From an optimization exercise on the open Yosys and OpenROAD flow, aimed at small area, a short achievable clock period and few clock cycles; shortcuts taken in it are not production practice. The RTL was checked by simulation tests, not by an equivalence proof against the original design. Power is estimated from default activity; no workload was simulated.

## run 1
## hexahedron_to_tetrahedra_split
module hexahedron_to_tetrahedra_split #(
    parameter int unsigned INDEX_WIDTH = 32
) (
    input  logic                          i_clk,
    input  logic                          i_rst_n,
    input  logic                          i_valid,
    output logic                          o_stall,
    input  logic [INDEX_WIDTH-1:0]        i_vertex_0,
    input  logic [INDEX_WIDTH-1:0]        i_vertex_1,
    input  logic [INDEX_WIDTH-1:0]        i_vertex_2,
    input  logic [INDEX_WIDTH-1:0]        i_vertex_3,
    input  logic [INDEX_WIDTH-1:0]        i_vertex_4,
    input  logic [INDEX_WIDTH-1:0]        i_vertex_5,
    input  logic [INDEX_WIDTH-1:0]        i_vertex_6,
    input  logic [INDEX_WIDTH-1:0]        i_vertex_7,
    output logic                          o_valid,
    input  logic                          i_stall,
    output logic [hts_pkg::TET_WIDTH-1:0] o_tet_a,
    output logic [hts_pkg::TET_WIDTH-1:0] o_tet_b,
    output logic [hts_pkg::TET_WIDTH-1:0] o_tet_c,
    output logic [hts_pkg::TET_WIDTH-1:0] o_tet_d,
    output logic                          o_last_of_run
);
    localparam int unsigned W  = INDEX_WIDTH;
    localparam int unsigned NB = W / 8;        
    logic [7:0][W-1:0] w_in_v;
    assign w_in_v[0] = i_vertex_0;
    assign w_in_v[1] = i_vertex_1;
    assign w_in_v[2] = i_vertex_2;
    assign w_in_v[3] = i_vertex_3;
    assign w_in_v[4] = i_vertex_4;
    assign w_in_v[5] = i_vertex_5;
    assign w_in_v[6] = i_vertex_6;
    assign w_in_v[7] = i_vertex_7;
    logic [NB-1:0] r_ph;                    
    logic          r_done;                  
    logic          w_first;
    logic [7:0][7:0] w_byte;
    assign w_first = r_ph[0];
    always_comb begin
        for (int k = 0; k < 8; k++) begin
            w_byte[k] = '0;
            for (int b = 0; b < NB; b++) begin
                w_byte[k] = w_byte[k] | (w_in_v[k][8*b +: 8] & {8{r_ph[b]}});
            end
        end
    end
    logic [7:0][7:0] r_lt;
    function automatic logic is_edge(input int i, input int j);
        case (i * 8 + j)
            1, 3, 4, 10, 13, 19, 22, 31, 37, 39, 46, 55: is_edge = 1'b1;
            default: is_edge = 1'b0;
        endcase
    endfunction
    logic [7:0][7:0][1:0] w_cmp;
    always_comb begin
        w_cmp = '0;
  ...
Size: ~2300 cells after synthesis, about 360 flip-flops.
==> flow/config.mk <==
export PLATFORM = sky130hd
export DESIGN_NAME = hexahedron_to_tetrahedra_split
export DESIGN_NICKNAME = hexahedron_to_tetrahedra_split
export VERILOG_FILES = /design/flow/design.v
export SDC_FILE = /design/flow/constraint.sdc
export NUM_CORES = 4
export LEC_CHECK = 0
export CAP_MARGIN = 20
export CORE_MARGIN = 2
export CORE_UTILIZATION = 50
export CTS_CLUSTER_SIZE = 30
export SETUP_SLACK_MARGIN = 3.1
export SLEW_MARGIN = 20
export BUFFER_PORTS_ARGS = -buffer_cell sky130_fd_sc_hd__buf_1
==> flow/constraint.sdc <==
create_clock -name core_clock -period 6.5 [get_ports {i_clk}]
set_input_delay 1.3000 -clock core_clock [delete_from_list [all_inputs] [get_ports {i_clk}]]
set_output_delay 1.3000 -clock core_clock [all_outputs]
set_load 0.01 [all_outputs]
standard.sh (not shown) runs the stock make flow with config.mk's settings and CLKGATE_MAP_FILE= SYNTH_SCRIPT=/design/flow/synth_recipe.tcl, a recipe that flattens the netlist after the stock synthesis.
==> flow/flow/run.sh <==
#!/bin/bash
# Standard layout, with the port buffers made of plain buf_1 cells instead of
# the default delay buffers. Every tool's output goes to a log in this folder.
set -euo pipefail
echo 'export BUFFER_PORTS_ARGS = -buffer_cell sky130_fd_sc_hd__buf_1' >> config.mk
bash standard.sh > standard_flow.log 2>&1
Testbench counts of run 1, summed over its fixed seeds: cycles 18,491.
What run 2 does differently from run 1 at the input level:
diff --git a/flow/config.mk b/flow/config.mk
--- a/flow/config.mk
+++ b/flow/config.mk
@@ -10,3 +10,3 @@
 export CORE_UTILIZATION = 50
-export CTS_CLUSTER_SIZE = 30
+export PLACE_DENSITY = 0.75
 export SETUP_SLACK_MARGIN = 3.1
## What came out
[compare] base=run 1 new=run 2: total power decreased by about 2.5% relative to the old numbers, endpoint required time on the critical path increased by 1770 ps relative to the old numbers. Compared with run 1, in run 2 routed wire length -5400 um, area growth from synthesis to layout -2.5 points. Run 2 went all the way through synthesis, placement and routing and the layout is clean on timing, DRC and antenna.
## Diff of input files: run 3 against run 2
diff --git a/flow/config.mk b/flow/config.mk
--- a/flow/config.mk
+++ b/flow/config.mk
@@ -10,3 +10,3 @@
 export CORE_UTILIZATION = 50
-export PLACE_DENSITY = 0.75
+export PLACE_DENSITY = 0.85
 export SETUP_SLACK_MARGIN = 3.1
- Of run 3 and run 2, it is run 3 that has the lower met2 capacity usage during global routing.
- Of run 2 and run 3, the run reporting the higher post-synthesis to final-layout area growth was run 3.
- Diff run 2 -> run 3 | relative contribution of combinational cells to total power | increase of 0.9 points
- Re share of cell area taken by multi-input logic gates: run 2 was higher than run 3.
- There was hardly any difference in worst path setup slack after routing between run 2 and run 3.
- The estimated power of run 3 ends up higher than the estimate for run 2.


hexahedron_to_tetrahedra_split, a different RTL version from the one above (not shown whole).
Size in the first run: about 2600 cells after synthesis, roughly 350 flip-flops, ~390 I/O pins.
==> flow/design.v (excerpt) <==
module hexahedron_to_tetrahedra_split #(
    parameter int unsigned INDEX_WIDTH = 32
) (
    input  logic                          i_clk,
    input  logic                          i_rst_n,
    input  logic                          i_valid,
    output logic                          o_stall,
    input  logic [INDEX_WIDTH-1:0]        i_vertex_0,
    input  logic [INDEX_WIDTH-1:0]        i_vertex_1,
    input  logic [INDEX_WIDTH-1:0]        i_vertex_2,
    input  logic [INDEX_WIDTH-1:0]        i_vertex_3,
    input  logic [INDEX_WIDTH-1:0]        i_vertex_4,
    input  logic [INDEX_WIDTH-1:0]        i_vertex_5,
    input  logic [INDEX_WIDTH-1:0]        i_vertex_6,
    input  logic [INDEX_WIDTH-1:0]        i_vertex_7,
    output logic                          o_valid,
    input  logic                          i_stall,
    output logic [hts_pkg::TET_WIDTH-1:0] o_tet_a,
    output logic [hts_pkg::TET_WIDTH-1:0] o_tet_b,
    output logic [hts_pkg::TET_WIDTH-1:0] o_tet_c,
    output logic [hts_pkg::TET_WIDTH-1:0] o_tet_d,
    output logic                          o_last_of_run
);
    localparam int unsigned W  = INDEX_WIDTH;
    localparam int unsigned NB = W / 8;        
    logic [7:0][W-1:0] w_in_v;
    assign w_in_v[0] = i_vertex_0;
    assign w_in_v[1] = i_vertex_1;
    assign w_in_v[2] = i_vertex_2;
    assign w_in_v[3] = i_vertex_3;
    assign w_in_v[4] = i_vertex_4;
    assign w_in_v[5] = i_vertex_5;
    assign w_in_v[6] = i_vertex_6;
    assign w_in_v[7] = i_vertex_7;
    logic [NB-1:0] r_ph;                    
    logic          r_done;                  
    logic          w_first;
    logic [7:0][7:0] w_byte;
    assign w_first = r_ph[0];
    always_comb begin
  ...
export LEC_CHECK = 0
export CAP_MARGIN = 20
export CORE_MARGIN = 2
export CORE_UTILIZATION = 40
export SETUP_SLACK_MARGIN = 3.0
export SLEW_MARGIN = 20
export BUFFER_PORTS_ARGS = -buffer_cell sky130_fd_sc_hd__buf_1
create_clock -name core_clock -period 6.5 [get_ports {i_clk}]
Scripts as last shown in full above: flow/flow/run.sh
The first run finished with timing, DRC and antenna clean.
Testbench counts at the start, summed over its fixed seeds: cycles 18,491.
Next try:
TNS_END_PERCENT = 5   (was unset)
Setup slack is worse by 37 ps.
Cell count drops slightly.
Wire length drops slightly.
Final area drops slightly.
Power stays flat.
Combinational power is about the same.
Count of clock-buffer cells in the layout does not change.
Register-to-register slack is worse by 30 ps.
Worst hold slack barely changes.
Clock skew hardly moves.
Non-clock buffer count drops by 27.
Next try:
SETUP_SLACK_MARGIN = unset   (was 3.0)
TNS_END_PERCENT = unset   (was 5)
Result: Count of clock-buffer cells in the layout went up by 5; worst hold slack gets better by 20 ps; synthesized area stays the same; total power went up by 1.1%.

==> static timing again, ports no longer ideal <==
Ports are ideal in the flow. The routed layouts listed here were re-timed in OpenROAD. Step 1 sets driving cells, clkbuf_16 on the clock port and buf_2 on the other inputs (assumed; they add their load-dependent delay and slew). Step 2, shift: input delay + t, output delay - t, t = (earliest + latest rising clock arrival at the registers) / 2. This alone moves slack from input paths to output paths. Three values: ideal, step 1, step 2; two values: the first two.
run	t (ns)	setup slack, ns	worst register clock-pin slew, ns	cell pins on the clock port's net
run 1	0.651	2.989 / 2.930 / 2.440	0.07 / 0.07	1
run 2	0.635	3.027 / 2.978 / 2.418	0.07 / 0.07	1
run 3	0.644	3.026 / 2.964 / 2.417	0.07 / 0.07	1
the first run of note 2	0.663	2.909 / 2.843 / 2.424	0.07 / 0.07	1
the second run of note 2	0.662	2.872 / 2.804 / 2.428	0.08 / 0.08	1
the third run of note 2	0.661	2.110 / 2.045 / 2.280	0.07 / 0.07	1
After both steps every run listed still meets setup and hold.
